This design comes from an exercise in tuning for small area on the open sky130 flow, not from production work. Function not checked in this run: the RTL went through the layout flow alone. Power and IR drop assume default switching activity.

### flow/design.v
`timescale 1ns/10ps
module frame_dec_top #(
    parameter logic [31:0] SYNC_WORD = 32'h1234_807F,
    parameter int          K_HASHES  = 5
) (
    input  logic        USER_CLK,
    input  logic        SYSTEM_RESET,
    input  logic        cs_i,
    input  logic [31:0] rx_data_i,
    output logic        synched_o,
    output logic        busy_o,
    output logic [7:0]  byte_o,
    output logic        byte_valid_o,
    output logic [31:0] frame_count_o
);
    logic [23:0] prev_q;
    logic        prev_ok_q;   
    logic        hit_q;
    logic [1:0]  off_q;       
    logic        syn_q;
    logic        rdy_q;
    logic [4:0]  cnt_q;
    logic        shift;
    logic [3:0]  m;
    logic [1:0]  m_off;
    logic        release_w;
    assign shift = cs_i & ~rdy_q;
    assign m[0] = prev_ok_q && prev_q[23:0]  == SYNC_WORD[23:0] && rx_data_i[7:0]  == SYNC_WORD[31:24];
    assign m[1] = prev_ok_q && prev_q[23:8]  == SYNC_WORD[15:0] && rx_data_i[15:0] == SYNC_WORD[31:16];
    assign m[2] = prev_ok_q && prev_q[23:16] == SYNC_WORD[7:0]  && rx_data_i[23:0] == SYNC_WORD[31:8];
    assign m[3] = rx_data_i == SYNC_WORD;
    assign m_off = m[0] ? 2'd0 : m[1] ? 2'd1 : m[2] ? 2'd2 : 2'd3;
    always_ff @(posedge USER_CLK)
    begin
        if (cs_i)
            prev_q <= rx_data_i[31:8];
    end
    always_ff @(posedge USER_CLK)
    begin
        if (SYSTEM_RESET)
        begin
            prev_ok_q <= 1'b0;
            hit_q     <= 1'b0;
            syn_q     <= 1'b0;
            rdy_q     <= 1'b0;
        end
        else if (cs_i)
        begin
            if (rdy_q)
            begin
                if (release_w)
                    rdy_q <= 1'b0;
            end
            else
            begin
                prev_ok_q <= ~syn_q;   
                hit_q     <= ~syn_q & (|m);
                if (syn_q)
                begin
                    if (cnt_q == 5'd31)
                    begin
                        syn_q <= 1'b0;
                        rdy_q <= 1'b1;
                    end
                end
                else if (hit_q)
                    syn_q <= 1'b1;
            end
        end
    end
    logic [5:0] ntog;
    always_comb
    begin
        ntog[0] = shift & syn_q;
        for (int i = 0; i < 5; i++)
            ntog[i+1] = ntog[i] & cnt_q[i];
    end
    always_ff @(posedge USER_CLK)
    begin
        if (SYSTEM_RESET)
            cnt_q <= '0;
        else
            cnt_q <= cnt_q ^ ntog[4:0];
    end
    always_ff @(posedge USER_CLK)
    begin
        if (shift && !syn_q && !hit_q)
            off_q <= m_off;
    end
    logic [31:0] al;      
    logic [30:0] wsel;    
    logic [23:0] kill;    
    logic [23:0] acc_q;
    assign al = {rx_data_i, prev_q} >> {off_q, 3'b000};
    always_comb
    begin
        wsel[0] = shift & ~syn_q;
        for (int n = 1; n < 31; n++)
            wsel[n] = shift && syn_q && (cnt_q == 5'(n - 1));
    end
    assign kill[0] = (wsel[0] & ~al[1]) | (wsel[0] & ~al[2]) | (wsel[0] & ~al[4]) | (wsel[0] & ~al[8]) | (wsel[0] & ~al[16]);
    assign kill[1] = (wsel[1] & ~al[0]) | (wsel[2] & ~al[0]) | (wsel[4] & ~al[1]) | (wsel[8] & ~al[2]) | (wsel[16] & ~al[4]);
    assign kill[2] = (wsel[0] & ~al[9]) | (wsel[0] & ~al[18]) | (wsel[1] & ~al[4]) | (wsel[2] & ~al[8]) | (wsel[4] & ~al[17]);
    assign kill[3] = (wsel[9] & ~al[2]) | (wsel[18] & ~al[4]) | (wsel[4] & ~al[8]) | (wsel[8] & ~al[16]) | (wsel[17] & ~al[0]);
    assign kill[4] = (wsel[2] & ~al[1]) | (wsel[4] & ~al[3]) | (wsel[8] & ~al[6]) | (wsel[16] & ~al[12]) | (wsel[0] & ~al[25]);
    assign kill[5] = (wsel[1] & ~al[18]) | (wsel[3] & ~al[4]) | (wsel[6] & ~al[9]) | (wsel[12] & ~al[19]) | (wsel[25] & ~al[6]);
    assign kill[6] = (wsel[18] & ~al[13]) | (wsel[4] & ~al[26]) | (wsel[9] & ~al[20]) | (wsel[19] & ~al[8]) | (wsel[6] & ~al[16]);
    assign kill[7] = (wsel[13] & ~al[1]) | (wsel[26] & ~al[2]) | (wsel[20] & ~al[4]) | (wsel[8] & ~al[9]) | (wsel[16] & ~al[18]);
    assign kill[8] = (wsel[1] & ~al[5]) | (wsel[2] & ~al[10]) | (wsel[4] & ~al[21]) | (wsel[9] & ~al[10]) | (wsel[18] & ~al[20]);
    assign kill[9] = (wsel[5] & ~al[8]) | (wsel[10] & ~al[16]) | (wsel[21] & ~al[1]) | (wsel[10] & ~al[3]) | (wsel[20] & ~al[7]);
    assign kill[10] = (wsel[8] & ~al[15]) | (wsel[16] & ~al[30]) | (wsel[1] & ~al[29]) | (wsel[3] & ~al[26]) | (wsel[7] & ~al[21]);
    assign kill[11] = (wsel[15] & ~al[11]) | (wsel[30] & ~al[23]) | (wsel[29] & ~al[14]) | (wsel[26] & ~al[29]) | (wsel[21] & ~al[26]);
    assign kill[12] = (wsel[11] & ~al[21]) | (wsel[23] & ~al[11]) | (wsel[14] & ~al[22]) | (wsel[29] & ~al[13]) | (wsel[26] & ~al[27]);
    assign kill[13] = (wsel[21] & ~al[22]) | (wsel[11] & ~al[13]) | (wsel[22] & ~al[27]) | (wsel[13] & ~al[22]) | (wsel[27] & ~al[12]);
    assign kill[14] = (wsel[22] & ~al[24]) | (wsel[13] & ~al[16]) | (wsel[27] & ~al[0]) | (wsel[22] & ~al[0]) | (wsel[12] & ~al[0]);
    assign kill[15] = (wsel[24] & ~al[0]) | (wsel[16] & ~al[1]) | (wsel[0] & ~al[3]) | (wsel[0] & ~al[6]) | (wsel[0] & ~al[12]);
    assign kill[16] = (wsel[0] & ~al[24]) | (wsel[1] & ~al[16]) | (wsel[3] & ~al[0]) | (wsel[6] & ~al[1]) | (wsel[12] & ~al[3]);
    assign kill[17] = (wsel[24] & ~al[6]) | (wsel[16] & ~al[13]) | (wsel[0] & ~al[27]) | (wsel[1] & ~al[22]) | (wsel[3] & ~al[12]);
    assign kill[18] = (wsel[6] & ~al[25]) | (wsel[13] & ~al[19]) | (wsel[27] & ~al[6]) | (wsel[22] & ~al[12]) | (wsel[12] & ~al[24]);
    assign kill[19] = (wsel[25] & ~al[16]) | (wsel[19] & ~al[1]) | (wsel[6] & ~al[2]) | (wsel[12] & ~al[5]) | (wsel[24] & ~al[10]);
    assign kill[20] = (wsel[16] & ~al[21]) | (wsel[1] & ~al[11]) | (wsel[2] & ~al[22]) | (wsel[5] & ~al[13]) | (wsel[10] & ~al[26]);
    assign kill[21] = (wsel[21] & ~al[21]) | (wsel[11] & ~al[11]) | (wsel[22] & ~al[23]) | (wsel[13] & ~al[14]) | (wsel[26] & ~al[28]);
    assign kill[22] = (wsel[21] & ~al[24]) | (wsel[11] & ~al[17]) | (wsel[23] & ~al[3]) | (wsel[14] & ~al[6]) | (wsel[28] & ~al[13]);
    assign kill[23] = (wsel[24] & ~al[27]) | (wsel[17] & ~al[23]) | (wsel[3] & ~al[15]) | (wsel[6] & ~al[31]) | (wsel[13] & ~al[31]);
    always_ff @(posedge USER_CLK)
    begin
        acc_q <= (acc_q | {24{shift & ~syn_q}}) & ~kill;
    end
    localparam logic [1:0] S_IDLE = 2'd0, S_HASH = 2'd1, S_SRCH = 2'd3, S_DONE = 2'd2;
    logic [1:0]  st_q;
    logic [7:0]  c_q;
    logic [7:0]  tgt_q;
    logic [31:0] count_q;
    logic        code_ok;
    logic        found;
    assign code_ok = acc_q[15:8] == ~acc_q[23:16] &&
                     acc_q[7:0] == {acc_q[16], acc_q[17], acc_q[18], acc_q[19],
                                    acc_q[20], acc_q[21], acc_q[22], acc_q[23]};
    assign found     = (c_q == 8'd0);
    assign release_w = (st_q == S_HASH) && found;
    always_ff @(posedge USER_CLK)
    begin
        if (SYSTEM_RESET)
        begin
            st_q    <= S_IDLE;
        end
        else if (cs_i)
        begin
            case (st_q)
                S_IDLE:
                begin
                    if (rdy_q)
                        st_q <= S_HASH;
                end
                S_HASH:
                begin
                    if (found)
                        st_q <= S_SRCH;
                end
                S_SRCH:
                begin
                    if (found)
                        st_q <= S_DONE;
                end
                default:
                    st_q <= S_IDLE;
            endcase
        end
    end
    logic [32:0] tog;
    always_comb
    begin
        tog[0] = cs_i && st_q == S_SRCH && found;
        for (int i = 0; i < 32; i++)
            tog[i+1] = tog[i] & count_q[i];
    end
    always_ff @(posedge USER_CLK)
    begin
        if (SYSTEM_RESET)
            count_q <= '0;
        else
            count_q <= count_q ^ tog[31:0];
    end
    logic [8:0] ctog;
    logic       c_ld;
    logic       c_ldt;
    assign c_ld  = cs_i && st_q == S_IDLE;
    assign c_ldt = cs_i && st_q == S_HASH && found;
    always_comb
    begin
        ctog[0] = cs_i && st_q != S_IDLE;
        for (int i = 0; i < 8; i++)
            ctog[i+1] = ctog[i] & ~c_q[i];
    end
    always_ff @(posedge USER_CLK)
    begin
        if (c_ld)
            c_q <= 8'd120;
        else if (c_ldt)
            c_q <= tgt_q;
        else
            c_q <= c_q ^ ctog[7:0];
    end
    always_ff @(posedge USER_CLK)
    begin
        if (cs_i && st_q == S_IDLE && rdy_q)
            tgt_q <= code_ok ? acc_q[23:16] : 8'hFF;
    end
    assign synched_o     = syn_q;
    assign busy_o        = (st_q != S_IDLE);
    assign byte_o        = tgt_q;
    assign byte_valid_o  = (st_q == S_DONE);
    assign frame_count_o = count_q;
endmodule
### flow/flow/run.sh
#!/bin/bash
# The standard layout with three changes:
#  - synthesis is the standard flow's own script, except that ABC maps the logic with
#    flow/abc_map.script, an area-oriented script (the registers come from
#    dfflibmap before ABC runs, so they are the standard synthesis's)
#  - the port buffers use the smallest buffer cell
#  - the clock tree uses small buffers and no dummy loads
set -euo pipefail
W=$PWD
{
    echo 'proc synth {args} { yosys synth -nofsm -noshare {*}$args }'
    echo "proc abc {args} { set i [lsearch -exact \$args -script]; if {\$i >= 0} { lset args [expr {\$i + 1}] $W/flow/abc_map.script }; yosys abc {*}\$args }"
    tail -n +2 "$W/synth_recipe.tcl"
} > "$W/own_synth.tcl"
sed "s#SYNTH_SCRIPT=[^ ]*#SYNTH_SCRIPT=$W/own_synth.tcl#" "$W/standard.sh" > "$W/own_standard.sh"
grep -q "SYNTH_SCRIPT=$W/own_synth.tcl" "$W/own_standard.sh"
export BUFFER_PORTS_ARGS="-buffer_cell sky130_fd_sc_hd__buf_1"
export CTS_ARGS="-sink_clustering_enable -repair_clock_nets -dont_use_dummy_load -root_buf sky130_fd_sc_hd__clkbuf_8 -buf_list sky130_fd_sc_hd__clkbuf_4"
bash "$W/own_standard.sh" > "$W/flow_standard.log" 2>&1
### flow/flow/abc_map.script
strash
&get -n
&st
&syn3
&syn3
&dch -f
&put
amap -F 2 -A 8 -m
topo
dnsize -c
### flow/standard.sh
#!/bin/bash
# synth_recipe.tcl (not shown) runs the flow's synth.tcl, then flattens the netlist and writes it again
# the make line also repeats each setting of config.mk as NAME=value (left out here)
make -C /OpenROAD-flow-scripts/flow DESIGN_CONFIG=/design/flow/config.mk WORK_HOME=/design/flow/orfs CLKGATE_MAP_FILE= SYNTH_SCRIPT=/design/flow/synth_recipe.tcl "${@:-finish}"
### flow/config.mk
export PLATFORM = sky130hd
export DESIGN_NAME = frame_dec_top
export DESIGN_NICKNAME = frame_dec_top
export VERILOG_FILES = /design/flow/design.v
export SDC_FILE = /design/flow/constraint.sdc
export NUM_CORES = 4
export LEC_CHECK = 0
export CAP_MARGIN = 0
export CORE_MARGIN = 2
export CORE_UTILIZATION = 50
export PLACE_DENSITY = 0.7
export SLEW_MARGIN = 0
### flow/constraint.sdc
create_clock -name core_clock -period 8.0 [get_ports {USER_CLK}]
set_input_delay 1.6000 -clock core_clock [delete_from_list [all_inputs] [get_ports {USER_CLK}]]
set_output_delay 1.6000 -clock core_clock [all_outputs]
set_load 0.01 [all_outputs]
==> impl_metrics.toml <==
[sta]
max_freq_mhz = 131.7
finalClockSkew_ns = 0.02547
drv_slew = 0
whs_ns = 0.4863
worstMarginPinSlew_ns = 0.9087
setup_violations = 0
hold_viol = 0
rsz0062_at_grt = "false"
period_share_pct = 94.93
tns_ns = 0
min_period_ns = 7.594
slew_headroom_pct = 39.42

[cts]
cts_setup_buffers = 0
htree_levels = 3
cts-root-buf = "clkbuf_8"
cts.sinks = 109
cts_hold_buf = 0
clkTransAtPathRegs_ns = 0.10
post_cts_resized = 0
cts_tree = "yes"
clockBufferDepth = 2
clk_latency_ns = 0.38
cts_buffers = 9

[drt]
vias = 5115
drc = 0
dr.pass1.iters = 7
wl_mm = 15.74
routedWlPerCell_um = 19.98
drt_iter0_markers = 588
via_per_inst = 6.491
ant_nets = 0

[pwr]
clkPwrFrac_pct = 29.0
leakagePower_nw = 2.155
p_sw_mw = 0.2281
swShare_pct = 24.47
internal_power_mw = 0.7040
ir_drop_mv = 0.09763
pwr-share-comb_pct = 7.2
cellPowerDensity_mw_per_mm2 = 154.1
p_seq_share_pct = 63.8

[setup_path]
cp_common_cell = "ha_1"
slowest_delay_ns = 0.24
rr_endpoint = "count_q[31]"
critical_path.max_fanout = 2
crit_arrival_ns = 7.87
start_kind = "primary input"
endpoint_kind = "flip-flop"
rrSetupSlack_ns = 1.30
reg2reg_depth = 37
crit_path_start = "cs_i"
cp_top_family = "adder cells"
crit_type = "in -> reg"
cpMaxStageDelayCell = "a211oi_1"
critical_path_depth = 37
rr_startpoint = "c_q[2]"
critical_path.endpoint = "count_q[31]"
required_ns = 8.28
path_buf_inv = 3

[floorplan]
die_h_um = 108.1
fp.dieArea_sq_mm = 0.01169
die_w_um = 108.1
core.rowCount = 38
boundaryPins = 78
core_area_sq_mm = 0.01070
start_util_pct = 50.69

[place]
io_buffers = 77
dp_hpwl_mm = 12.01
place_congestion = 1.028
place_inst = 779

[global_routing]
grt_util_met2_pct = 42.81
grt_use_met3_pct = 6.148
grt_max_degree = 44
top_usage_layer = "met2"
grt_pass1_wl_mm = 24.33
grt_overflow_total = 0
antenna_found_initial = 0
met1_usage_pct = 35.48
first_global_vias = 4742
grt_use_total_pct = 27.32

[finish]
nFillCells = 1000
multi_input_area_sq_mm = 0.002720
diodes = 0
fin_nets = 727
area_growth_pct = 11.56
regArea_sq_mm = 0.002522
layout-drive-gt1-share_pct = 2.315
instances_no_fill = 788

[synth]
yosys_warnings = 1
ys_seq_elements = 109
synth_top_area_share_pct = 27.69
synthArstFlopShare_pct = 0
synth.area.top_cells = "dfxtp_1 (28%), edfxtp_1 (19%), o22ai_1 (11%)"
syn_area_sq_mm = 0.005423
yosys.cell_types.count = 37
synth_ff_type = "dfxtp_1"
synthCells = 557
avgSynthCellArea_sq_um = 9.736
synth_fp_nets = 634
netlist_top_cells_count = "o22ai_1 (96), dfxtp_1 (75), clkinv_1 (48)"
yosys.area.top_type = "dfxtp_1"
yosysMostFrequentCell = "o22ai_1"
synth_enable_flop_cells = 34
yosysSeqAreaShare_pct = 46.52

[outcome]
status = "timing/DRC/antenna clean"

[run]
maxCapViolCount = 0

[min_path]
min_path_type = "reg -> reg"
==> power by group through the flow <==
stage | Sequential, mW | Clock [mW] | Combinational [mW]
floorplan | 0.602 | 0 | 0.0311
global placement | 0.607 | 0 | 0.0655
detailed placement | 0.607 | 0 | 0.0649
CTS | 0.594 | 0.275 | 0.0651
global route | 0.596 | 0.297 | 0.0719
finish | 0.595 | 0.270 | 0.0670
==> worst min path at each step <==
stage / endpoint / cells past startpoint / from / slack, ns
after floorplan: cnt_q[4] / 1 / cnt_q[4] / 0.45
after global placement: count_q[31] / 1 / count_q[31] / 0.46
after detailed placement: acc_q[0] / 2 / acc_q[0] / 0.47
after CTS: acc_q[0] / 2 / acc_q[0] / 0.49
after global routing: acc_q[0] / 2 / acc_q[0] / 0.53
final: acc_q[0] / 2 / acc_q[0] / 0.49
==> registers in the layout, indices dropped and copies added (netlist names), 2 cells and up <==
name	cells
prev_q	24
acc_q	24
tgt_q	8
off_q	2
cnt_q	5
c_q	8
st_q	2
count_q	32
==> metrics by stage <==
| step | utilization, % | setup slack [ns] | total power, mW | area (sq um) |
|---|---|---|---|---|
| floorplan | - | 0.5746 | 0.6331 | 5423 |
| global placement | 55.39 | 0.1732 | 0.6727 | 5926 |
| detailed placement | 55.39 | -0.02765 | 0.6721 | 5926 |
| CTS | 56.55 | 0.3505 | 0.9348 | 6050 |
| global route | 56.55 | 0.07449 | 0.9646 | 6050 |
| finish | 56.55 | 0.4058 | 0.9321 | 6050 |
==> cells by family after synthesis <==
group | share of synthesized area, %
AO/OA/AOI/OAI | 20.56
flip-flops | 46.52
adder cells (fa/ha/maj) | 9.691
buffers and inverters | 3.323
AND/OR/NAND/NOR | 19.91
==> worst min-delay path, stage by stage (launching register included) <==
cell and delay (ns):
dfxtp_1 0.33, clkinv_1 0.05, o32ai_1 0.06
==> layout make-up <==
class	count	area share, %
Sequential cell	109	41.70
Multi-Input combinational cell	400	44.96
Timing Repair Buffer	82	5.419
Inverter	48	2.978
Clock buffer	9	2.048
Tap cell	140	2.896
==> cell usage in the layout, fill, tap and decap left out, types with 6 or more instances in the layout <==
cell and count:
a21oi_1 6, o22ai_1 96, a31oi_1 9, a22oi_1 17, o32ai_1 6, clkbuf_8 9
or2_0 8, buf_1 76, nor2b_1 38, nor4_1 6, clkinv_1 48, or4_1 7
nor3_1 36, or3_1 26, a211oi_1 8, edfxtp_1 34, nand4_1 8, nand2_1 12
ha_1 42, nor2_1 35, dfxtp_1 75
==> routing by layer <==
layer	part of all wire [%]	wire length [um]
met3	9.7	1522
met2	45	7142
met5	0	0
met1	41	6378
met4	4.5	702

## re-timing with driven ports
Ports are ideal in the flow. The routed layout listed here was re-timed in OpenROAD.
Step 1 (the two cells are an assumption about what drives the block):
set clk [get_ports {USER_CLK}]
set_driving_cell -lib_cell sky130_fd_sc_hd__clkbuf_16 $clk
set_driving_cell -lib_cell sky130_fd_sc_hd__buf_2 [delete_from_list [all_inputs] $clk]
Step 2 also shifts input and output timing later by t, the mid clock arrival at the registers, as if the neighbouring blocks saw the same clock.
a / b / c = ideal ports / drivers / drivers and shift; a / b = the first two.
t (ns): 0.402
setup slack, ns: 0.406 / 0.423 / 0.020
clock arrival spread, ns: 0.026 / 0.027
slew at the worst register clock pin (ns): 0.10 / 0.10
After both steps setup and hold are still met in this run. The setup slack of this run moves by +0.017 ns with the drivers and by -0.386 ns with both steps.
